What follows belongs to an exercise in optimizing a design on an open flow for small area, a short achievable clock period and few clock cycles per item; a production flow would make more cautious choices.
Only simulation tests tie the RTL to the original design; equivalence was not proved.
No activity file was given, so power comes from the tool's default toggle rates.

## run.sh

```bash
#!/bin/bash
# synth_recipe.tcl (not shown) runs the flow's synth.tcl, then flattens the netlist and writes it again
# the make line also repeats each setting of config.mk as NAME=value (left out here)
make -C /OpenROAD-flow-scripts/flow DESIGN_CONFIG=/design/flow/config.mk WORK_HOME=/design/flow/orfs CLKGATE_MAP_FILE= SYNTH_SCRIPT=/design/flow/synth_recipe.tcl finish
```

## config.mk

```make
export PLATFORM = sky130hd
export DESIGN_NAME = timeout_queue_with_backoff
export DESIGN_NICKNAME = timeout_queue_with_backoff
export VERILOG_FILES = /design/flow/design.v
export SDC_FILE = /design/flow/constraint.sdc
export NUM_CORES = 4
export LEC_CHECK = 0
export CAP_MARGIN = 20
export CORE_MARGIN = 2
export CORE_UTILIZATION = 50
export SETUP_SLACK_MARGIN = 4.8
export SLEW_MARGIN = 20
```

## constraint.sdc

```tcl
create_clock -name core_clock -period 8.0 [get_ports {clk}]
set_input_delay 1.6000 -clock core_clock [delete_from_list [all_inputs] [get_ports {clk}]]
set_output_delay 1.6000 -clock core_clock [all_outputs]
set_load 0.01 [all_outputs]
```

## design.v

```verilog
package tqb_pkg;
	localparam int CMD_W = 2;
	localparam int SLOT_W = 6;
	localparam int NOW_W = 32;
	localparam int TIMEOUT_W = 32;
	localparam int COUNT_W = 16;
	localparam int CFG_IDX_W = 2;
	localparam int CFG_DATA_W = 32;
	localparam logic [CFG_IDX_W-1:0] CFG_INITIAL_TIMEOUT = 2'd0;
	localparam logic [CFG_IDX_W-1:0] CFG_BACKOFF_THRESHOLD = 2'd1;
	localparam logic [TIMEOUT_W-1:0] INITIAL_TIMEOUT_RST = 32'd1000;
	localparam logic [COUNT_W-1:0] BACKOFF_THRESHOLD_RST = 16'd8;
	localparam logic [COUNT_W-1:0] COUNT_MAX = 16'hFFFF;
	localparam logic [TIMEOUT_W-1:0] TIMEOUT_MAX = 32'hFFFF_FFFF;
	localparam logic [CMD_W-1:0] CMD_PUSH = 2'd0;
	localparam logic [CMD_W-1:0] CMD_REMOVE = 2'd1;
	localparam logic [CMD_W-1:0] CMD_CHECK = 2'd2;
	typedef struct packed {
		logic [CMD_W-1:0] cmd;
		logic [SLOT_W-1:0] slot;
		logic [NOW_W-1:0] now_time;
	} tqb_in_t;
	typedef struct packed {
		logic expired;
		logic [SLOT_W-1:0] expired_slot;
		logic order_error;
	} tqb_out_t;
endpackage
module timeout_queue_with_backoff #(
	parameter int SLOTS = 64,
	parameter int TIME_BITS = 32
) (
	input logic clk,
	input logic arst_n,
	input logic in_valid,
	output logic in_ready,
	input logic [39:0] in_data,
	output logic out_valid,
	input logic out_ready,
	output logic [7:0] out_data,
	input logic cfg_valid,
	output logic cfg_ready,
	input logic [tqb_pkg::CFG_IDX_W-1:0] cfg_index,
	input logic [tqb_pkg::CFG_DATA_W-1:0] cfg_data
);
	localparam int N = 64;
	localparam int TW = 32;
	localparam int SW = 6;
	logic a_v, e_v;
	logic [39:0] a_d, e_d, nx_d;
	logic acc, e_free, exec, in_ready_q;
	assign in_ready = in_ready_q;
	assign acc = in_valid && in_ready_q;
	assign cfg_ready = 1'b1;
	logic [1:0] e_cmd;
	logic [SW-1:0] e_s, nx_s;
	logic [TW-1:0] e_t, nx_t;
	assign e_cmd = e_d[39:38];
	assign e_s = e_d[37:32];
	assign e_t = e_d[31:0];
	logic is_push, is_rem, is_chk;
	assign is_push = (e_cmd == tqb_pkg::CMD_PUSH);
	assign is_rem = (e_cmd == tqb_pkg::CMD_REMOVE);
	assign is_chk = (e_cmd == tqb_pkg::CMD_CHECK);
	logic [N-1:0] v;
	logic [N*SW-1:0] sl;
	logic [N*TW-1:0] ts;
	logic [N-1:0] en_q;
	logic [SW-1:0] x_s;
	logic [TW-1:0] x_t;
	logic hd_ok, hd_valid;
	logic [TW-1:0] hd_ts;
	logic tl_ok, tl_valid;
	logic [SW-1:0] tl_slot;
	logic [TW-1:0] tl_ts;
	logic [TW-1:0] cur_timeout_q;
	logic [15:0] threshold_q, count_q;
	logic [N-1:0] m_q;
	logic ord_q, ord_ok, ex_q, ex_ok;
	logic out_valid_q, s_v;
	logic [7:0] out_q, s_q;
	logic blk, e_free_q;
	assign blk = (is_push && !ord_ok) || (is_chk && !ex_ok);
	assign e_free = e_free_q;
	assign exec = e_v && e_free_q;
	logic order_err, do_push, do_rem, exp_hit;
	assign order_err = is_push && hd_valid && ord_q;
	assign do_push = exec && is_push && !order_err;
	assign do_rem = exec && is_rem;
	assign exp_hit = exec && is_chk && tl_valid && ex_q;
	logic [15:0] cnt1;
	logic bump;
	logic [TW-1:0] doubled;
	assign cnt1 = (count_q != 16'hFFFF) ? count_q + 16'd1 : count_q;
	assign bump = (count_q >= threshold_q) && !(count_q == 16'hFFFF && threshold_q == 16'hFFFF);
	assign doubled = cur_timeout_q[TW-1] ? 32'hFFFF_FFFF : {cur_timeout_q[TW-2:0], 1'b0};
	logic [N-1:0] nstop, nb, en, hit;
	logic [N-1:0] pa1, pa2, pa3, pa4, pa5, pa6;
	always_comb begin
		nstop = v & ~m_q;
		for (int j = 0; j < N; j++) pa1[j] = (j >= 1) ? (nstop[j] & nstop[j-1]) : nstop[j];
		for (int j = 0; j < N; j++) pa2[j] = (j >= 2) ? (pa1[j] & pa1[j-2]) : pa1[j];
		for (int j = 0; j < N; j++) pa3[j] = (j >= 4) ? (pa2[j] & pa2[j-4]) : pa2[j];
		for (int j = 0; j < N; j++) pa4[j] = (j >= 8) ? (pa3[j] & pa3[j-8]) : pa3[j];
		for (int j = 0; j < N; j++) pa5[j] = (j >= 16) ? (pa4[j] & pa4[j-16]) : pa4[j];
		for (int j = 0; j < N; j++) pa6[j] = (j >= 32) ? (pa5[j] & pa5[j-32]) : pa5[j];
		nb = {pa6[N-2:0], 1'b1};
		en = nb & {N{do_push}};
		hit = m_q & {N{do_push || do_rem}};
	end
	always_ff @(posedge clk or negedge arst_n) begin
		if (!arst_n) begin
			v <= '0;
		end else begin
			v <= en | (v & ~hit);
		end
	end
	always_ff @(posedge clk) begin
		en_q <= en;
		x_s <= e_s;
		x_t <= e_t;
	end
	always_ff @(posedge clk) begin
		if (en_q[0]) begin
			sl[0 +: SW] <= x_s;
			ts[0 +: TW] <= x_t;
		end
		for (int j = 1; j < N; j++) begin
			if (en_q[j]) begin
				sl[j*SW +: SW] <= sl[(j-1)*SW +: SW];
				ts[j*TW +: TW] <= ts[(j-1)*TW +: TW];
			end
		end
	end
	logic [N-1:0] ob1, ob2, ob3, ob4, ob5, ob6;
	logic [N-1:0] oa1, oa2, oa3, oa4, oa5, oa6;
	logic [N-1:0] lo_oh, hi_oh;
	logic any_v;
	always_comb begin
		for (int j = 0; j < N; j++) ob1[j] = (j >= 1) ? (v[j] | v[j-1]) : v[j];
		for (int j = 0; j < N; j++) ob2[j] = (j >= 2) ? (ob1[j] | ob1[j-2]) : ob1[j];
		for (int j = 0; j < N; j++) ob3[j] = (j >= 4) ? (ob2[j] | ob2[j-4]) : ob2[j];
		for (int j = 0; j < N; j++) ob4[j] = (j >= 8) ? (ob3[j] | ob3[j-8]) : ob3[j];
		for (int j = 0; j < N; j++) ob5[j] = (j >= 16) ? (ob4[j] | ob4[j-16]) : ob4[j];
		for (int j = 0; j < N; j++) ob6[j] = (j >= 32) ? (ob5[j] | ob5[j-32]) : ob5[j];
		for (int j = 0; j < N; j++) oa1[j] = (j < N-1) ? (v[j] | v[j+1]) : v[j];
		for (int j = 0; j < N; j++) oa2[j] = (j < N-2) ? (oa1[j] | oa1[j+2]) : oa1[j];
		for (int j = 0; j < N; j++) oa3[j] = (j < N-4) ? (oa2[j] | oa2[j+4]) : oa2[j];
		for (int j = 0; j < N; j++) oa4[j] = (j < N-8) ? (oa3[j] | oa3[j+8]) : oa3[j];
		for (int j = 0; j < N; j++) oa5[j] = (j < N-16) ? (oa4[j] | oa4[j+16]) : oa4[j];
		for (int j = 0; j < N; j++) oa6[j] = (j < N-32) ? (oa5[j] | oa5[j+32]) : oa5[j];
		lo_oh = v & ~{ob6[N-2:0], 1'b0};
		hi_oh = v & ~{1'b0, oa6[N-1:1]};
		any_v = ob6[N-1];
	end
	logic hd_hit, tl_hit;
	assign hd_hit = do_rem && |(m_q & lo_oh);
	assign tl_hit = (do_push || do_rem) && |(m_q & hi_oh);
	logic rc_busy, rc_tail_q, rc_any_q, rc_bad_q;
	logic [N-1:0] rc_sel, rc_pos;
	logic rc_start, rc_done, rc_bad;
	logic [SW-1:0] rc_slot;
	logic [TW-1:0] rc_ts;
	assign rc_start = !rc_busy && (!tl_ok || !hd_ok);
	assign rc_done = rc_busy;
	always_comb begin
		rc_pos = (en_q & {rc_sel[N-2:0], 1'b0}) | (~en_q & rc_sel);
		rc_bad = rc_bad_q || |(rc_pos & hit) || (do_push && !rc_any_q);
		rc_slot = '0;
		rc_ts = '0;
		for (int j = 0; j < N; j++) begin
			rc_slot = rc_slot | (sl[j*SW +: SW] & {SW{rc_sel[j]}});
			rc_ts = rc_ts | (ts[j*TW +: TW] & {TW{rc_sel[j]}});
		end
	end
	always_ff @(posedge clk or negedge arst_n) begin
		if (!arst_n) begin
			rc_busy <= 1'b0;
		end else begin
			rc_busy <= rc_start;
		end
	end
	always_ff @(posedge clk) begin
		rc_tail_q <= !tl_ok;
		rc_sel <= !tl_ok ? hi_oh : lo_oh;
		rc_any_q <= any_v;
		rc_bad_q <= !tl_ok ? (tl_hit || (do_push && !any_v)) : hd_hit;
	end
	logic hd_wr_rc;
	assign hd_wr_rc = rc_done && !rc_tail_q && !rc_bad && !hd_ok;
	always_ff @(posedge clk or negedge arst_n) begin
		if (!arst_n) begin
			hd_ok <= 1'b1;
			hd_valid <= 1'b0;
		end else if (do_push) begin
			hd_ok <= 1'b1;
			hd_valid <= 1'b1;
		end else if (hd_wr_rc) begin
			hd_ok <= 1'b1;
			hd_valid <= rc_any_q;
		end else if (hd_hit) begin
			hd_ok <= 1'b0;
		end
	end
	always_ff @(posedge clk) begin
		if (do_push) begin
			hd_ts <= e_t;
		end else if (hd_wr_rc) begin
			hd_ts <= rc_ts;
		end
	end
	logic tl_load_new, tl_wr_rc;
	assign tl_load_new = do_push && tl_ok && !tl_valid;
	assign tl_wr_rc = rc_done && rc_tail_q && !rc_bad;
	always_ff @(posedge clk or negedge arst_n) begin
		if (!arst_n) begin
			tl_ok <= 1'b1;
			tl_valid <= 1'b0;
		end else if (tl_load_new) begin
			tl_valid <= 1'b1;
		end else if (tl_wr_rc) begin
			tl_ok <= 1'b1;
			tl_valid <= rc_any_q;
		end else if (tl_hit) begin
			tl_ok <= 1'b0;
		end
	end
	always_ff @(posedge clk) begin
		if (tl_load_new) begin
			tl_slot <= e_s;
			tl_ts <= e_t;
		end else if (tl_wr_rc) begin
			tl_slot <= rc_slot;
			tl_ts <= rc_ts;
		end
	end
	logic to_wr;
	assign to_wr = (exp_hit && bump) || (cfg_valid && cfg_index == tqb_pkg::CFG_INITIAL_TIMEOUT);
	always_ff @(posedge clk or negedge arst_n) begin
		if (!arst_n) begin
			cur_timeout_q <= tqb_pkg::INITIAL_TIMEOUT_RST;
			threshold_q <= tqb_pkg::BACKOFF_THRESHOLD_RST;
			count_q <= '0;
		end else begin
			if (exp_hit) begin
				if (bump) begin
					count_q <= '0;
					cur_timeout_q <= doubled;
				end else begin
					count_q <= cnt1;
				end
			end
			if (cfg_valid) begin
				if (cfg_index == tqb_pkg::CFG_INITIAL_TIMEOUT) begin
					cur_timeout_q <= cfg_data;
					count_q <= '0;
				end else if (cfg_index == tqb_pkg::CFG_BACKOFF_THRESHOLD) begin
					threshold_q <= cfg_data[15:0];
				end
			end
		end
	end
	logic a_v_n, e_v_n, s_v_n, ord_ok_n, ex_ok_n, blk_n, e_free_n;
	logic [1:0] cmd_n;
	assign a_v_n = acc || (a_v && !e_free);
	assign e_v_n = e_free ? a_v : e_v;
	assign cmd_n = e_free ? a_d[39:38] : e_cmd;
	assign blk_n = (cmd_n == tqb_pkg::CMD_PUSH && !ord_ok_n) || (cmd_n == tqb_pkg::CMD_CHECK && !ex_ok_n);
	assign e_free_n = !e_v_n || (!blk_n && !s_v_n);
	always_ff @(posedge clk or negedge arst_n) begin
		if (!arst_n) begin
			a_v <= 1'b0;
			e_v <= 1'b0;
			e_free_q <= 1'b1;
			in_ready_q <= 1'b1;
		end else begin
			a_v <= a_v_n;
			e_v <= e_v_n;
			e_free_q <= e_free_n;
			in_ready_q <= !a_v_n || e_free_n;
		end
	end
	assign nx_d = e_free ? a_d : e_d;
	assign nx_s = nx_d[37:32];
	assign nx_t = nx_d[31:0];
	always_ff @(posedge clk) begin
		if (in_ready_q) begin
			a_d <= in_data;
		end
		if (e_free) begin
			e_d <= a_d;
		end
	end
	logic [N-1:0] eqd, eql, eqn;
	logic eqx, eqe;
	always_comb begin
		for (int j = 0; j < N; j++) eqd[j] = (sl[j*SW +: SW] == nx_s);
		eqx = (x_s == nx_s);
		eqe = (e_s == nx_s);
		eql = (en_q & {eqd[N-2:0], eqx}) | (~en_q & eqd);
		eqn = (en & {eql[N-2:0], eqe}) | (~en & eql);
	end
	logic [33:0] ca, cb, cc, cps, cpc, csum;
	assign ca = {2'b00, nx_t};
	assign cb = ~{2'b00, tl_ts};
	assign cc = ~{2'b00, cur_timeout_q};
	assign cps = ca ^ cb ^ cc;
	assign cpc = {((ca[32:0] & cb[32:0]) | (ca[32:0] & cc[32:0]) | (cb[32:0] & cc[32:0])), 1'b1};
	assign csum = cps + cpc;
	logic lt_e, lt_h;
	logic ord_raw, ex_raw, cfg_to_wr;
	assign ord_raw = do_push ? lt_e : lt_h;
	assign ex_raw = !csum[33];
	assign cfg_to_wr = cfg_valid && cfg_index == tqb_pkg::CFG_INITIAL_TIMEOUT;
	assign ord_ok_n = do_push || (hd_ok && !hd_hit) || !ord_raw;
	assign ex_ok_n = (tl_ok && !tl_hit && !tl_load_new && !tl_wr_rc && !to_wr)
		|| (!ex_raw && !tl_load_new && !cfg_to_wr);
	assign lt_e = nx_t < e_t;
	assign lt_h = nx_t < hd_ts;
	always_ff @(posedge clk or negedge arst_n) begin
		if (!arst_n) begin
			ord_ok <= 1'b0;
			ex_ok <= 1'b0;
		end else begin
			ord_ok <= ord_ok_n;
			ex_ok <= ex_ok_n;
		end
	end
	always_ff @(posedge clk) begin
		m_q <= (en | (v & ~hit)) & eqn;
		ord_q <= ord_raw;
		ex_q <= ex_raw;
	end
	logic [7:0] res;
	assign res = {exp_hit, exp_hit ? tl_slot : 6'd0, order_err};
	logic o_free;
	assign o_free = !out_valid_q || out_ready;
	assign out_valid = out_valid_q;
	assign out_data = out_q;
	assign s_v_n = !o_free && (s_v || exec);
	always_ff @(posedge clk or negedge arst_n) begin
		if (!arst_n) begin
			out_valid_q <= 1'b0;
			s_v <= 1'b0;
		end else begin
			if (o_free) out_valid_q <= s_v || exec;
			s_v <= s_v_n;
		end
	end
	always_ff @(posedge clk) begin
		if (o_free) begin
			out_q <= s_v ? s_q : res;
		end
		if (!o_free && !s_v) begin
			s_q <= res;
		end
	end
endmodule
```

==> results of run 1 <==
==> power by group <==
group	internal, uW	switching, uW
registers	17300	845
logic	2340	3730
clock network	8360	6450
==> critical path: cells and delay by family, from the launching register on <==
kind,cells,cell delay [ps]
and+or+nand+nor,3,1140
xor gates and xnor gates,1,80
muxes,2,520
AOI/OAI and AO/OA,1,120
buffers and inverters,6,910
DFF,1,710
==> layer usage <==
metal | up-vias | wire [um]
met5 | - | 1270
met4 | 46 | 72600
met3 | 3807 | 120000
met2 | 12900 | 245000
met1 | 46700 | 196000
li1 | 32200 | -
==> sequential cells by signal (all words and copies together), names as in the netlist, 6 cells and up <==
name / cells
ts: 2048
count_q: 16
a_d: 40
rc_sel: 64
e_d: 40
sl: 384
out_q: 8
x_t: 32
x_s: 6
tl_ts: 32
s_q: 8
threshold_q: 16
tl_slot: 6
m_q: 64
v: 64
hd_ts: 32
en_q: 64
cur_timeout_q: 32
==> through the flow <==
| stage | instance area (sq um) | setup WS [ps] | utilization (%) | power [uW] | hold slack (ps) |
|---|---|---|---|---|---|
| after floorplan | 118000 | 4730 | - | 20500 | 351 |
| after detailed placement | 123000 | 3260 | 52.6 | 22600 | 385 |
| after global routing | 141000 | 4380 | 60.2 | 39600 | 401 |
| after global placement | 123000 | 3390 | 52.6 | 22600 | 386 |
| final | 141000 | 4350 | 60.3 | 39100 | 401 |
| after CTS | 137000 | 4590 | 58.4 | 37700 | 398 |
==> cell usage in the layout (no fill, tap or decap), drive strengths merged, types with 128 or more instances in the layout <==
cell and n:
dfxtp 273, nand2 365, a22o 299, dfrtp 128, xor2 144, clkbuf 425, inv 186, edfxtp 2560
a221oi 293, xnor2 261, o21ai 131, buf 613, a22oi 662, nand3 269, nor4 197, nor2 214
nand4 244, nor3 141
==> kinds of logic (layout without fill, tap and decap cells) <==
family | Yosys count | count (layout)
compound gates | 1730 | 1730
simple gates | 1656 | 1664
buf+inv | 613 | 1453
fa+ha+maj | 142 | 142
xor+xnor | 405 | 405
flops | 2972 | 2972
other cells | 1 | 97
mux | 174 | 174
==> final cells by class <==
type	count	area, sq um	share of cell area, %
Inverter	177	689	0.488
Antenna cell	96	240	0.170
Tap cell	3150	3940	2.79
Clock inverter	158	1360	0.964
Timing Repair Buffer	707	7100	5.03
Multi-Input combinational cell	4116	32900	23.3
Sequential cell	2972	86400	61.1
Clock buffer	411	8670	6.13
==> what timing repair did <==
item | CTS | global route
gates resized for setup | 444 | 322
setup endpoints to repair | 289 | 187
setup buffers | 115 | 247
pin swaps | 67 | 133
cloned | 19 | 21
==> worst min-delay path by stage <==
stage,start,endpoint,depth (start not counted)
floorplan,e_d[31],x_t[31],0
global placement,e_d[5],x_t[5],0
detailed placement,e_d[5],x_t[5],0
CTS,x_t[7],ts[7],0
global route,x_t[4],ts[4],0
finish,e_d[18],x_t[18],0
==> metrics.md, run 1 <==
| Metric | Value |
|---|---|
| Critical Path Sink | `m_q[31]` |
| RSZ-0062 raised after global routing | `true` |
| Wire per inst | `53.9 um` |
| Final setup vio count | `0` |
| Setup TNS | `0 ps` |
| Final period utilization | `45.6%` |
| Max Buffers Root-to-Sink | `4` |
| CP cell instances | `buf_4 -> buf_12 -> mux2i_4 -> buf_12 -> buf_12 -> buf_16 -> buf_4 -> xnor2_2 -> nor4_4 -> nand3_2 -> mux2i_2 -> nand3_1 -> o21ai_1` |
| Synth Area in Adders | `between 1.5 and 2%` |
| Post-synthesis register bit count | `2972` |
| Reg2reg path depth | `13` |
| Max-slew violations | `0` |
| Post-DP HPWL | `roughly 360000 um` |
| Die ar. | `239000 sq um` |
| Final min period | `3650 ps` |
| H-tree depth | `5` |
| CTS Hold Bufs | `0` |
| Die W | `~490 um` |
| Nets | `8519` |
| Largest net degree at the start of global routing | `81` |
| Reg2reg end | `m_q[31]` |
| Async SR Flop Fraction | `4.68%` |
| R2R Path Start | `e_free_q` |
| Skew-Pair Late Insertion Delay | `1000 ps` |
| DR pass1 iterations | `15` |
| Largest cells by area after synthesis | `edfxtp_1, dfxtp_1, a22oi_1, dfrtp_1, a22o_1` |
| Count of buffers from port buffering | `88` |
| Worst Tran Pin Value | `1340 ps` |
| CTS Buf Count | `324` |
| Area grow syn2layout | `20.2%` |
| Largest family of logic cells by synthesized area | `compound AO/OA/AOI/OAI gates` |
| Placed Cells | `approximately 11000` |
| Synth Instances | `7693` |
| Number of fill cells | `17700` |
| Peak supply drop | `212 uV` |
| Commonest cells in the netlist | `edfxtp_1, a22oi_1, nand2_1, clkbuf_1, a22o_1` |
| First-pass GRT wire length | `796000 um` |
| Routability congestion estimate | `about 1` |
| Seq/Total Area, Yosys | `73.0%` |
| Total Wirelength | `around 640000 um` |
| Yosys Warn Count | `1` |
| Layout cell share with drive strength beyond 1 | `21.3%` |
| Total congestion overflow | `0` |
| Final ANT Viol Nets | `0` |
| Mux share of post-synthesis cell area | `1.59%` |
| CP endpoint kind | `register` |
| Vias per cell | `approximately 8.1` |
| Synth Area in Compound Gates | `11.2%` |
| DRC | `0` |
| Worst path max stage delay | `740 ps` |
| CP required | `8880 ps` |
| Outcome | `finished clean` |
| Critical Path Start Type | `register` |
| Most Used Layer, Global Route | `met2` |
| Row cnt | `178` |
| Initial DRC count | `23000` |
| P_leak | `0.0458 uW` |
| Initial antenna violation count | `56` |
| Synth Area in Simple Gates | `7.44%` |
| Via count | `95700` |
| Hold crit path type | `register to register` |
| Power Density | `between 200 and 300 nW/um^2` |
| Cell taking the most area after synthesis | `edfxtp_1` |
| I/O pins | `90` |
| Synth Flop Type | `edfxtp_1` |
| Arr. time, crit path | `4530 ps` |
| Met2 usage | `68.4%` |
| Final Hold Viols | `0` |
| Height of the die | `489 um` |
| Final std cells w/o fill | `11800` |
| Avg Synthesized Cell Area | `approximately 15 sq um` |
| Crit path from | `e_free_q` |
| Reg clk slew, reported paths | `60 ps` |
| Global Route met3 Usage | `25.4%` |
| Synth cell types | `97` |
| Post-synthesis xor/xnor area fraction | `3.02%` |
| Maximum capacitance violations | `0` |
| Syn Nets | `7914` |
| CTS sink cnt | `2972` |
| GR Util All Layers | `50.9%` |
| Setup slack, reg-to-reg | `4350 ps` |
| Relative slew slack | `10.0%` |
| Final Skew | `77.8 ps` |
| Vias in the first global route | `approximately 85000` |
| Clock root buffer | `clkbuf_16` |
| Slowest cell on the critical path | `nor4_4` |
| CTS tree | `built` |
| Core area | `235000 sq um` |
| Fmax | `274 MHz` |
| Initial core utilization | `50.2%` |
| CP max FO | `6` |
| Most common cell in the netlist | `edfxtp_1` |
| Mapped cell area | `approximately 120000 sq um` |
| Most used cell, CP | `buf_12` |
| Kind of critical path | `register to register` |
| Share of the synthesized area in the top cell type | `65.4%` |
| EDFF count, synth | `2560` |
| GR Util met1 | `60.9%` |
Testbench counts, summed over its fixed seeds: cycles 16,088, items 16,000.
==> run 2: changes to the inputs <==
--- a/design.v
+++ b/design.v
@@ -52,4 +52,6 @@
 	assign in_ready = in_ready_q;
 	assign acc = in_valid && in_ready_q;
+	logic a_free;
+	assign a_free = !a_v || e_free;
 	assign cfg_ready = 1'b1;
 	logic [1:0] e_cmd;
@@ -68,8 +70,10 @@
 	logic [N-1:0] en_q;
 	logic [SW-1:0] x_s;
-	logic [TW-1:0] x_t;
-	logic hd_ok, hd_valid;
+	logic hd_ok, hd_valid, hd_st;
+	logic [SW-1:0] hd_slot;
 	logic [TW-1:0] hd_ts;
-	logic tl_ok, tl_valid;
+	logic tl_ok, tl_valid, tl_st;
+	assign hd_ok = !hd_st;
+	assign tl_ok = !tl_st;
 	logic [SW-1:0] tl_slot;
 	logic [TW-1:0] tl_ts;
@@ -77,5 +81,5 @@
 	logic [15:0] threshold_q, count_q;
 	logic [N-1:0] m_q;
-	logic ord_q, ord_ok, ex_q, ex_ok;
+	logic ord_ok, ex_q, ex_ok;
 	logic out_valid_q, s_v;
 	logic [7:0] out_q, s_q;
@@ -84,8 +88,8 @@
 	assign e_free = e_free_q;
 	assign exec = e_v && e_free_q;
-	logic order_err, do_push, do_rem, exp_hit;
-	assign order_err = is_push && hd_valid && ord_q;
-	assign do_push = exec && is_push && !order_err;
-	assign do_rem = exec && is_rem;
+	logic order_err, do_push, do_rem, exp_hit, go_push_q, go_rem_q, oe_q;
+	assign order_err = is_push && oe_q;
+	assign do_push = e_free_q && go_push_q;
+	assign do_rem = e_free_q && go_rem_q;
 	assign exp_hit = exec && is_chk && tl_valid && ex_q;
 	logic [15:0] cnt1;
@@ -119,10 +123,9 @@
 		en_q <= en;
 		x_s <= e_s;
-		x_t <= e_t;
 	end
 	always_ff @(posedge clk) begin
 		if (en_q[0]) begin
 			sl[0 +: SW] <= x_s;
-			ts[0 +: TW] <= x_t;
+			ts[0 +: TW] <= hd_ts;
 		end
 		for (int j = 1; j < N; j++) begin
@@ -155,7 +158,7 @@
 	end
 	logic hd_hit, tl_hit;
-	assign hd_hit = do_rem && |(m_q & lo_oh);
-	assign tl_hit = (do_push || do_rem) && |(m_q & hi_oh);
-	logic rc_busy, rc_tail_q, rc_any_q, rc_bad_q;
+	assign hd_hit = do_rem && hd_ok && hd_valid && (e_s == hd_slot);
+	assign tl_hit = (do_push || do_rem) && tl_ok && tl_valid && (e_s == tl_slot);
+	logic rc_busy, rc_tail_q, rc_any_q;
 	logic [N-1:0] rc_sel, rc_pos;
 	logic rc_start, rc_done, rc_bad;
@@ -166,5 +169,5 @@
 	always_comb begin
 		rc_pos = (en_q & {rc_sel[N-2:0], 1'b0}) | (~en_q & rc_sel);
-		rc_bad = rc_bad_q || |(rc_pos & hit) || (do_push && !rc_any_q);
+		rc_bad = rc_any_q ? (!(|(rc_pos & v)) || |(rc_pos & hit)) : (any_v || do_push);
 		rc_slot = '0;
 		rc_ts = '0;
@@ -185,43 +188,46 @@
 		rc_sel <= !tl_ok ? hi_oh : lo_oh;
 		rc_any_q <= any_v;
-		rc_bad_q <= !tl_ok ? (tl_hit || (do_push && !any_v)) : hd_hit;
 	end
-	logic hd_wr_rc;
-	assign hd_wr_rc = rc_done && !rc_tail_q && !rc_bad && !hd_ok;
+	logic hd_ld_rc, hd_wr_rc;
+	assign hd_ld_rc = rc_done && !rc_tail_q && !hd_ok;
+	assign hd_wr_rc = hd_ld_rc && !rc_bad;
 	always_ff @(posedge clk or negedge arst_n) begin
 		if (!arst_n) begin
-			hd_ok <= 1'b1;
+			hd_st <= 1'b0;
 			hd_valid <= 1'b0;
 		end else if (do_push) begin
-			hd_ok <= 1'b1;
+			hd_st <= 1'b0;
 			hd_valid <= 1'b1;
 		end else if (hd_wr_rc) begin
-			hd_ok <= 1'b1;
+			hd_st <= 1'b0;
 			hd_valid <= rc_any_q;
 		end else if (hd_hit) begin
-			hd_ok <= 1'b0;
+			hd_st <= 1'b1;
 		end
 	end
 	always_ff @(posedge clk) begin
 		if (do_push) begin
+			hd_slot <= e_s;
 			hd_ts <= e_t;
-		end else if (hd_wr_rc) begin
+		end else if (hd_ld_rc) begin
+			hd_slot <= rc_slot;
 			hd_ts <= rc_ts;
 		end
 	end
-	logic tl_load_new, tl_wr_rc;
+	logic tl_load_new, tl_ld_rc, tl_wr_rc;
 	assign tl_load_new = do_push && tl_ok && !tl_valid;
-	assign tl_wr_rc = rc_done && rc_tail_q && !rc_bad;
+	assign tl_ld_rc = rc_done && rc_tail_q;
+	assign tl_wr_rc = tl_ld_rc && !rc_bad;
 	always_ff @(posedge clk or negedge arst_n) begin
 		if (!arst_n) begin
-			tl_ok <= 1'b1;
+			tl_st <= 1'b0;
 			tl_valid <= 1'b0;
 		end else if (tl_load_new) begin
 			tl_valid <= 1'b1;
 		end else if (tl_wr_rc) begin
-			tl_ok <= 1'b1;
+			tl_st <= 1'b0;
 			tl_valid <= rc_any_q;
 		end else if (tl_hit) begin
-			tl_ok <= 1'b0;
+			tl_st <= 1'b1;
 		end
 	end
@@ -230,5 +236,5 @@
 			tl_slot <= e_s;
 			tl_ts <= e_t;
-		end else if (tl_wr_rc) begin
+		end else if (tl_ld_rc) begin
 			tl_slot <= rc_slot;
 			tl_ts <= rc_ts;
@@ -261,5 +267,5 @@
 		end
 	end
-	logic a_v_n, e_v_n, s_v_n, ord_ok_n, ex_ok_n, blk_n, e_free_n;
+	logic a_v_n, e_v_n, s_v_n, ord_ok_n, ex_ok_n, blk_n, e_free_n, mv_q;
 	logic [1:0] cmd_n;
 	assign a_v_n = acc || (a_v && !e_free);
@@ -272,6 +278,7 @@
 			a_v <= 1'b0;
 			e_v <= 1'b0;
-			e_free_q <= 1'b1;
-			in_ready_q <= 1'b1;
+			e_free_q <= 1'b0;
+			in_ready_q <= 1'b0;
+			mv_q <= 1'b0;
 		end else begin
 			a_v <= a_v_n;
@@ -279,14 +286,15 @@
 			e_free_q <= e_free_n;
 			in_ready_q <= !a_v_n || e_free_n;
+			mv_q <= e_free_n && a_v_n;
 		end
 	end
-	assign nx_d = e_free ? a_d : e_d;
+	assign nx_d = mv_q ? a_d : e_d;
 	assign nx_s = nx_d[37:32];
 	assign nx_t = nx_d[31:0];
 	always_ff @(posedge clk) begin
-		if (in_ready_q) begin
+		if (a_free) begin
 			a_d <= in_data;
 		end
-		if (e_free) begin
+		if (mv_q) begin
 			e_d <= a_d;
 		end
@@ -301,33 +309,45 @@
 		eqn = (en & {eql[N-2:0], eqe}) | (~en & eql);
 	end
-	logic [33:0] ca, cb, cc, cps, cpc, csum;
-	assign ca = {2'b00, nx_t};
-	assign cb = ~{2'b00, tl_ts};
-	assign cc = ~{2'b00, cur_timeout_q};
-	assign cps = ca ^ cb ^ cc;
-	assign cpc = {((ca[32:0] & cb[32:0]) | (ca[32:0] & cc[32:0]) | (cb[32:0] & cc[32:0])), 1'b1};
-	assign csum = cps + cpc;
-	logic lt_e, lt_h;
-	logic ord_raw, ex_raw, cfg_to_wr;
-	assign ord_raw = do_push ? lt_e : lt_h;
-	assign ex_raw = !csum[33];
+	logic [TW:0] deadline_q;
+	logic dl_exact_q, tl_exact_n;
+	always_ff @(posedge clk) begin
+		deadline_q <= {1'b0, tl_ts} + {1'b0, cur_timeout_q};
+	end
+	logic ord_raw, ex_raw, cfg_to_wr, hd_valid_n, lb_n, lb_q, tl_lb_q;
+	logic ord_a, ord_e, ex_a, ex_e;
+	assign ord_a = a_d[31:0] < (do_push ? e_t : hd_ts);
+	assign ord_e = e_t < hd_ts;
+	assign ord_raw = mv_q ? ord_a : ord_e;
+	assign ex_a = {1'b0, a_d[31:0]} > deadline_q;
+	assign ex_e = {1'b0, e_t} > deadline_q;
+	assign ex_raw = mv_q ? ex_a : ex_e;
 	assign cfg_to_wr = cfg_valid && cfg_index == tqb_pkg::CFG_INITIAL_TIMEOUT;
+	assign tl_exact_n = tl_ok && !tl_hit && !tl_load_new && !to_wr;
+	assign lb_n = !tl_load_new && !cfg_to_wr && (tl_ok || tl_lb_q);
 	assign ord_ok_n = do_push || (hd_ok && !hd_hit) || !ord_raw;
-	assign ex_ok_n = (tl_ok && !tl_hit && !tl_load_new && !tl_wr_rc && !to_wr)
-		|| (!ex_raw && !tl_load_new && !cfg_to_wr);
-	assign lt_e = nx_t < e_t;
-	assign lt_h = nx_t < hd_ts;
+	assign ex_ok_n = (dl_exact_q && tl_exact_n) || (!ex_raw && lb_q && lb_n);
+	assign hd_valid_n = do_push || (hd_wr_rc ? rc_any_q : hd_valid);
 	always_ff @(posedge clk or negedge arst_n) begin
 		if (!arst_n) begin
 			ord_ok <= 1'b0;
 			ex_ok <= 1'b0;
+			dl_exact_q <= 1'b0;
+			lb_q <= 1'b0;
+			tl_lb_q <= 1'b0;
+			go_push_q <= 1'b0;
+			go_rem_q <= 1'b0;
 		end else begin
 			ord_ok <= ord_ok_n;
 			ex_ok <= ex_ok_n;
+			dl_exact_q <= tl_exact_n;
+			lb_q <= lb_n;
+			tl_lb_q <= tl_ok || (tl_lb_q && any_v);
+			go_push_q <= e_v_n && cmd_n == tqb_pkg::CMD_PUSH && !(hd_valid_n && ord_raw);
+			go_rem_q <= e_v_n && cmd_n == tqb_pkg::CMD_REMOVE;
 		end
 	end
 	always_ff @(posedge clk) begin
 		m_q <= (en | (v & ~hit)) & eqn;
-		ord_q <= ord_raw;
+		oe_q <= hd_valid_n && ord_raw;
 		ex_q <= ex_raw;
 	end
--- a/config.mk
+++ b/config.mk
@@ -8,5 +8,6 @@
 export CAP_MARGIN = 20
 export CORE_MARGIN = 2
-export CORE_UTILIZATION = 50
-export SETUP_SLACK_MARGIN = 4.8
+export CORE_UTILIZATION = 40
+export PLACE_DENSITY = 0.45
+export SETUP_SLACK_MARGIN = 5
 export SLEW_MARGIN = 20
==> metrics.md, run 2 <==
| Metric | Value |
|---|---|
| Outcome | `finished clean (unchanged)` |
| Area after DPL | `126000 sq um (was 123000 sq um)` |
| Nets | `8617 (was 8519)` |
| Final min period | `3350 ps (was 3650 ps)` |
| CP max FO | `14 (was 6)` |
| Worst slack, placed | `3800 ps (was 3260 ps)` |
| Reg clk slew, reported paths | `60 ps (about the same)` |
| Synth Instances | `7717 (was 7693)` |
| Area grow syn2layout | `20.9% (was 20.2%)` |
| Post-DP HPWL | `418000 um (was 360000 um)` |
| Initial core utilization | `40.1% (was 50.2%)` |
| P_leak | `0.0465 uW (was 0.0458 uW)` |
| PnR Total Power | `40800 uW (was 39100 uW)` |
| Largest family of logic cells by synthesized area | `compound AO/OA/AOI/OAI gates (unchanged)` |
| Vias per cell | `7.48 (was 8.12)` |
| Worst path max stage delay | `520 ps (was 740 ps)` |
| Core area | `296000 sq um (was 235000 sq um)` |
| Power Density | `284 nW/um^2 (was 276 nW/um^2)` |
| CTS sink cnt | `2984 (was 2972)` |
| DR pass1 iterations | `8 (was 15)` |
| CP cell instances | `mux2_2 -> a22oi_2 -> nand4_1 -> or4_1 -> or4_1 -> a221o_2 -> o31ai_4 -> nand3_2 -> a211o_1 (was buf_4 -> buf_12 -> mux2i_4 -> buf_12 -> buf_12 -> buf_16 -> buf_4 -> xnor2_2 -> nor4_4 -> nand3_2 -> mux2i_2 -> nand3_1 -> o21ai_1)` |
| Row cnt | `200 (was 178)` |
| Seq/Total Area, Yosys | `72.7% (was 73.0%)` |
| Post-synthesis xor/xnor area fraction | `3.27% (was 3.02%)` |
| Final instance area | `144000 sq um (was 141000 sq um)` |
| Routability congestion estimate | `1.01 (was 1.00)` |
| CTS Buf Count | `331 (was 324)` |
| Fmax | `299 MHz (was 274 MHz)` |
| Peak supply drop | `186 uV (was 212 uV)` |
| Syn Nets | `7972 (was 7914)` |
| Synth cell types | `97 (unchanged)` |
| Final WS setup | `4650 ps (was 4350 ps)` |
| Height of the die | `549 um (was 489 um)` |
| First-pass GRT wire length | `897000 um (was 796000 um)` |
| Worst Tran Pin Value | `1300 ps (was 1340 ps)` |
| Total congestion overflow | `0 (unchanged)` |
| Avg Synthesized Cell Area | `15.4 sq um (was 15.3 sq um)` |
| DRC | `0 (unchanged)` |
| Die ar. | `302000 sq um (was 239000 sq um)` |
| Final Skew | `59.2 ps (was 77.8 ps)` |
| RSZ-0062 raised after global routing | `true (unchanged)` |
| Hold crit path type | `register to register (unchanged)` |
| Max reg flops | `2048 (unchanged)` |
| EDFF count, synth | `2598 (was 2560)` |
| Commonest non-fill, non-tap cell in the layout | `edfxtp_1 (unchanged)` |
| Most common cell in the netlist | `edfxtp_1 (unchanged)` |
| Slowest cell on the critical path | `or4_1 (was nor4_4)` |
| H-tree depth | `5 (unchanged)` |
| Wire per inst | `56.7 um (was 53.9 um)` |
| Count of buffers from port buffering | `88 (unchanged)` |
| Relative slew slack | `13.4% (was 10.0%)` |
| Skew-Pair Late Insertion Delay | `970 ps (was 1000 ps)` |
| Cell taking the most area after synthesis | `edfxtp_1 (unchanged)` |
| Final period utilization | `41.8% (was 45.6%)` |
| Share of the synthesized area in the top cell type | `65.6% (was 65.4%)` |
| Kind of critical path | `register to register (unchanged)` |
| Vias in the first global route | `85300 (was 85000)` |
| CP required | `8820 ps (was 8880 ps)` |
| Most used cell, CP | `or4_1 (was buf_12)` |
| Largest net degree at the start of global routing | `117 (was 81)` |
| Final setup vio count | `0 (unchanged)` |
| Clock root buffer | `clkbuf_16 (unchanged)` |
| Synth Area in Adders | `1.86% (was 1.71%)` |
| CTS tree | `built (unchanged)` |
| Max-slew violations | `0 (unchanged)` |
| Mapped cell area | `119000 sq um (was 118000 sq um)` |
| GR Util All Layers | `46.1% (was 50.9%)` |
| Synth Flop Type | `edfxtp_1 (unchanged)` |
| Initial DRC count | `20200 (was 23000)` |
| Commonest cells in the netlist | `edfxtp_1, a22oi_1, nand2_1, xnor2_1, a22o_1 (was edfxtp_1, a22oi_1, nand2_1, clkbuf_1, a22o_1)` |
| Via count | `94400 (was 95700)` |
| Top Registers | `ts (2048), sl (384) (unchanged)` |
| I/O pins | `90 (unchanged)` |
| Arr. time, crit path | `4170 ps (was 4530 ps)` |
| Layout cell share with drive strength beyond 1 | `20.6% (was 21.3%)` |
| Synth Area in Compound Gates | `11.3% (was 11.2%)` |
| Critical Path Start Type | `register (unchanged)` |
| Synth Area in Simple Gates | `6.98% (was 7.44%)` |
| Max Buffers Root-to-Sink | `4 (unchanged)` |
| Most frequent cells in the layout | `edfxtp_1, a22oi_1, buf_4, nand2_1, clkbuf_16 (unchanged)` |
| Largest Register | `ts (unchanged)` |
| Die W | `549 um (was 489 um)` |
| Async SR Flop Fraction | `4.86% (was 4.68%)` |
| Yosys Warn Count | `1 (unchanged)` |
| Setup TNS | `0 ps (unchanged)` |
| Post-synthesis register bit count | `2984 (was 2972)` |
| Total Wirelength | `716000 um (was 635000 um)` |
| Final Hold Viols | `0 (unchanged)` |
| Initial antenna violation count | `81 (was 56)` |
| Final ANT Viol Nets | `0 (unchanged)` |
| Largest cells by area after synthesis | `edfxtp_1, a22oi_1, dfxtp_1, dfrtp_1, xnor2_1 (was edfxtp_1, dfxtp_1, a22oi_1, dfrtp_1, a22o_1)` |
| Mux share of post-synthesis cell area | `2.09% (was 1.59%)` |
| Maximum capacitance violations | `0 (unchanged)` |
| CP endpoint kind | `register (unchanged)` |
run 2: changes by cell type after synthesis, moves of 31 or more:
cell	change
inv_1	-45
clkbuf_1	-46
nor3_1	-49
o21ai_0	+51
fa_1	-31
nor4_1	-40
or3_1	+39
xnor2_1	+32
a22oi_1	+60
edfxtp_1	+38
dfxtp_1	-32
ha_1	+65
run 2: what timing repair did:
item / 4_1_cts / 5_1_grt
setup endpoints to repair: 289 / 177
buffers inserted: 277 / 81
hold buffers: 0 / 0
cloned: 16 / 5
pin swaps: 70 / 95
resized for setup: 499 / 207
run 2: path summary, 6_finish.rpt:
check	to	cells after the start	from	slack, ps
max in group asynchronous	threshold_q[11]	2	arst_n	6200
worst max register to register	tl_valid	9	rc_sel[43]	4650
min in group asynchronous	v[45]	1	arst_n	540
worst min-delay path	ts[1045]	0	ts[1013]	430
worst max-delay path	tl_valid	9	rc_sel[43]	4650
worst min register to register	ts[1045]	0	ts[1013]	430
run 2: per-stage QoR:
step | util [%] | hold slack (ps) | cells
after global placement | 42.5 | 427 | 11600
final | 48.5 | 429 | 12600
after CTS | 47.8 | 427 | 12500
after floorplan | - | 329 | 7717
after global routing | 48.5 | 440 | 12600
after detailed placement | 42.5 | 433 | 11600
run 2: critical path: cells and delay by family, from the launching register on:
kind	cells	cell delay [ps]
compound gates	4	1070
flops	1	470
mux	1	380
simple gates	4	1290
run 2: cell families (layout without fill, tap and decap cells):
family	after synthesis	in the layout
buffers and inverters	540	1440
flip-flops	2984	2984
AO/OA/AOI/OAI	1788	1788
adder cells (fa/ha/maj)	176	176
XOR/XNOR	444	444
multiplexers	229	229
AND/OR/NAND/NOR	1555	1557
other	1	67
run 2: cell type report:
cell class,count,area (sq um)
diodes,66,165
clock buffers,423,8910
clock inverters,167,1440
fillers,25400,153000
inverters,131,517
multi-input cells,4195,33000
flip-flops and latches,2984,87000
well taps,3939,4930
repair buffers,719,7740
run 2: report_power, final:
part           internal, uW  switching, uW
Combinational          2640           4650
Sequential            17400            797
Clock                  8520           6810
run 2: per-layer routing:
layer	part of all wire (%)	vias up	global-route usage (%)
met5	0.076	-	0.206
met4	8.8	66	32.2
met3	17	2917	22.1
met2	40	10900	63.2
met1	35	48200	57.0
li1	-	32400	-
Testbench counts of run 2, summed over its fixed seeds: cycles 16,132, items 16,000.
==> run 3: changes to the inputs <==
--- a/config.mk
+++ b/config.mk
@@ -9,4 +9,6 @@
 export CORE_MARGIN = 2
 export CORE_UTILIZATION = 40
+export CTS_CLUSTER_DIAMETER = 80
+export CTS_CLUSTER_SIZE = 20
 export PLACE_DENSITY = 0.45
 export SETUP_SLACK_MARGIN = 5
==> metrics.md, run 3 <==
| Metric | Value |
|---|---|
| Outcome | `finished clean (unchanged)` |
| DRT met1 WL | `245000 um (was 248000 um)` |
| Setup slack, reg-to-reg | `4580 ps (was 4650 ps)` |
| Total Wirelength | `709000 um (was 716000 um)` |
| Met2 Routed Length | `283000 um (was 286000 um)` |
| Final min period | `3420 ps (was 3350 ps)` |
| Async SR Flop Fraction | `4.86% (unchanged)` |
| CP required | `8810 ps (was 8820 ps)` |
| Number of fill cells | `25700 (was 25400)` |
| Row cnt | `200 (unchanged)` |
| Nets | `8479 (was 8617)` |
| Yosys Warn Count | `1 (unchanged)` |
| CP max FO | `20 (was 14)` |
| Max reg flops | `2048 (unchanged)` |
| Final instance area | `139000 sq um (was 144000 sq um)` |
| Share of the synthesized area in the top cell type | `65.6% (unchanged)` |
| Largest cells by area after synthesis | `edfxtp_1, a22oi_1, dfxtp_1, dfrtp_1, xnor2_1 (unchanged)` |
| Reg2reg path depth | `10 (was 9)` |
| Area grow syn2layout | `17.0% (was 20.9%)` |
| Crit path from | `rc_sel[62] (was rc_sel[43])` |
| I/O pins | `90 (unchanged)` |
| Via count | `92900 (was 94400)` |
| Initial antenna violation count | `89 (was 81)` |
| Fmax | `292 MHz (was 299 MHz)` |
| Peak supply drop | `183 uV (was 186 uV)` |
| Post-DP HPWL | `418000 um (unchanged)` |
| Largest net degree at the start of global routing | `117 (unchanged)` |
| Total congestion overflow | `0 (unchanged)` |
| Die W | `549 um (unchanged)` |
| Final setup vio count | `0 (unchanged)` |
| Critical Path Sink | `tl_valid (unchanged)` |
| Final period utilization | `42.7% (was 41.8%)` |
| Area after DPL | `126000 sq um (unchanged)` |
| Die ar. | `302000 sq um (unchanged)` |
| Skew-Pair Late Insertion Delay | `980 ps (was 970 ps)` |
| Count of buffers from port buffering | `88 (unchanged)` |
| CTS sink cnt | `2984 (unchanged)` |
| Worst Tran Pin Value | `1240 ps (was 1300 ps)` |
| Synth cell types | `97 (unchanged)` |
| Vias in the first global route | `83500 (was 85300)` |
| Reg2reg end | `tl_valid (unchanged)` |
| Commonest non-fill, non-tap cell in the layout | `edfxtp_1 (unchanged)` |
| Mapped cell area | `119000 sq um (unchanged)` |
| Routability congestion estimate | `1.01 (unchanged)` |
| Maximum capacitance violations | `0 (unchanged)` |
| H-tree depth | `4 (was 5)` |
| EDFF count, synth | `2598 (unchanged)` |
| R2R Path Start | `rc_sel[62] (was rc_sel[43])` |
| Synth Instances | `7717 (unchanged)` |
| Final std cells w/o fill | `12300 (was 12600)` |
| Commonest cells in the netlist | `edfxtp_1, a22oi_1, nand2_1, xnor2_1, a22o_1 (unchanged)` |
| Met3 routed WL | `118000 um (was 119000 um)` |
| Seq/Total Area, Yosys | `72.7% (unchanged)` |
| Most common cell in the netlist | `edfxtp_1 (unchanged)` |
| DRC | `0 (unchanged)` |
| Hold crit path type | `register to register (unchanged)` |
| Initial DRC count | `20400 (was 20200)` |
| Slowest cell on the critical path | `or4_1 (unchanged)` |
| RSZ-0062 raised after global routing | `true (unchanged)` |
| Height of the die | `549 um (unchanged)` |
| Layout cell share with drive strength beyond 1 | `19.2% (was 20.6%)` |
| CTS Buf Count | `187 (was 331)` |
| Placed Cells | `11600 (unchanged)` |
| CP endpoint kind | `register (unchanged)` |
| Critical Path Start Type | `register (unchanged)` |
| Setup TNS | `0 ps (unchanged)` |
| Post-synthesis register bit count | `2984 (unchanged)` |
| Avg Synthesized Cell Area | `15.4 sq um (unchanged)` |
| Relative slew slack | `17.6% (was 13.4%)` |
| Wire per inst | `57.7 um (was 56.7 um)` |
| DR pass1 iterations | `9 (was 8)` |
| Initial core utilization | `40.1% (unchanged)` |
| Largest Register | `ts (unchanged)` |
| Final Hold Viols | `0 (unchanged)` |
| Final ANT Viol Nets | `0 (unchanged)` |
| Synth Flop Type | `edfxtp_1 (unchanged)` |
| Max Buffers Root-to-Sink | `4 (unchanged)` |
| Final Skew | `86.7 ps (was 59.2 ps)` |
| Syn Nets | `7972 (unchanged)` |
| Kind of critical path | `register to register (unchanged)` |
| CTS Hold Bufs | `0 (unchanged)` |
| CP cell instances | `buf_12 -> mux2_2 -> a22oi_1 -> nand4_1 -> or4_1 -> or4_1 -> a221o_2 -> o31ai_4 -> nand3_2 -> a211o_1 (was mux2_2 -> a22oi_2 -> nand4_1 -> or4_1 -> or4_1 -> a221o_2 -> o31ai_4 -> nand3_2 -> a211o_1)` |
| Arr. time, crit path | `4230 ps (was 4170 ps)` |
| Top Registers | `ts (2048), sl (384) (unchanged)` |
| Clock root buffer | `clkbuf_16 (unchanged)` |
| Reg clk slew, reported paths | `90 ps (was 60 ps)` |
| P_leak | `0.0443 uW (was 0.0465 uW)` |
| Most used cell, CP | `or4_1 (unchanged)` |
| GR Util All Layers | `45.7% (was 46.1%)` |
| Top layer in use | `met5 (unchanged)` |
| Most frequent cells in the layout | `edfxtp_1, a22oi_1, buf_4, nand2_1, xnor2_1 (was edfxtp_1, a22oi_1, buf_4, nand2_1, clkbuf_16)` |
| CTS tree | `built (unchanged)` |
| Vias per cell | `7.55 (was 7.48)` |
| Cell taking the most area after synthesis | `edfxtp_1 (unchanged)` |
| Core area | `296000 sq um (unchanged)` |
| Max-slew violations | `0 (unchanged)` |
| Power Density | `257 nW/um^2 (was 284 nW/um^2)` |
| First-pass GRT wire length | `886000 um (was 897000 um)` |
| Worst path max stage delay | `520 ps (about the same)` |
## run 3: cell counts after synthesis
No cell type changed its count.
## run 3: kinds of logic after synthesis
group	count (synthesis)	synth area share (%)
and+or+nand+nor	1555	6.98
AOI/OAI and AO/OA	1788	11.3
muxes	229	2.09
DFF	2984	72.7
adders and majority gates	176	1.86
buffers and inverters	540	1.76
xor gates and xnor gates	444	3.27
other	1	0.00315
## run 3: worst min-delay path by stage
stage	start	endpoint	slack, ps	cells past startpoint
global placement	ts[1438]	ts[1470]	430	0
CTS	ts[1471]	ts[1503]	430	0
global route	ts[1128]	ts[1160]	450	0
detailed placement	ts[1658]	ts[1690]	430	0
finish	x_s[2]	sl[2]	430	0
floorplan	e_d[32]	x_s[0]	330	0
## run 3: repair_timing
action / 4_1_cts / 5_1_grt
hold endpoints to repair: 0 / 0
gates resized for setup: 490 / 262
endpoints found under the setup margin: 289 / 186
pin swaps: 64 / 86
cloned: 14 / 6
buffers inserted: 263 / 102
## run 3: area by class of cell
type | count | area, sq um | area share [%]
Clock buffer | 211 | 4950 | 3.56
Sequential cell | 2984 | 87000 | 62.6
Timing Repair Buffer | 726 | 7810 | 5.61
Multi-Input combinational cell | 4194 | 33200 | 23.8
Antenna cell | 65 | 163 | 0.117
Clock inverter | 51 | 541 | 0.389
Tap cell | 3939 | 4930 | 3.54
Inverter | 131 | 517 | 0.371
## run 3: critical path: cells and delay by family, from the launching register on
family	cells	cell delay [ps]
AND/OR/NAND/NOR	4	1150
multiplexers	1	370
buffers and inverters	1	210
AO/OA/AOI/OAI	4	1100
flip-flops	1	390
## run 3: power by group
| group | total (uW) | leakage, uW | switching (uW) | internal [uW] |
|---|---|---|---|---|
| clock | 10400 | 0.00270 | 5790 | 4610 |
| sequential | 18100 | 0.0251 | 775 | 17400 |
| combinational | 7290 | 0.0165 | 4670 | 2620 |
## run 3: metrics by stage
stage | utilization, % | setup slack [ps] | total power (uW) | hold WS, ps
after CTS | 46.1 | 4830 | 34900 | 428
after global routing | 46.9 | 4610 | 36400 | 451
after detailed placement | 42.5 | 3800 | 24100 | 433
after floorplan | - | 5000 | 21400 | 329
final | 47.0 | 4580 | 35800 | 433
after global placement | 42.5 | 3690 | 24200 | 427
## run 3: layer usage
metal  global-route usage (%)  vias to the layer above
met5                        0                        -
met4                     32.2                       81
met3                     21.1                     2822
met2                     62.6                    10800
met1                     56.7                    47300
li1                         -                    31900

==> afterwards: timing with drivers on the ports <==
In the flow no input, the clock included, has a driving cell. The finished layouts below were timed again as built, in two steps. Step 1 sets driving cells, clkbuf_16 on the clock port and buf_2 on the other inputs (assumed; they add their load-dependent delay and slew). Step 2 adds t to the input delays and takes it off the output delays; t is the mean of the earliest and latest rising clock arrival at the registers after step 1. Input paths then give back, and output paths get back, about the clock's delay inside the block. a / b / c = ideal / step 1 / step 2; a / b = the first two.
run | t (ns) | slack for setup (ns) | hold slack, ns | worst setup path after step 2
run 1 | 1.070 | 4.348 / 4.348 / 4.275 | 0.401 / 0.401 / 0.401 | input to register
run 2 | 1.056 | 4.654 / 4.654 / 4.344 | 0.429 / 0.429 / 0.429 | input to register
run 3 | 1.050 | 4.581 / 4.581 / 4.366 | 0.433 / 0.433 / 0.433 | input to register
After both steps every run listed still meets setup and hold. The setup slack of run 2, which loses most, moves by 0.000 ns with the drivers and by -0.310 ns with both steps.
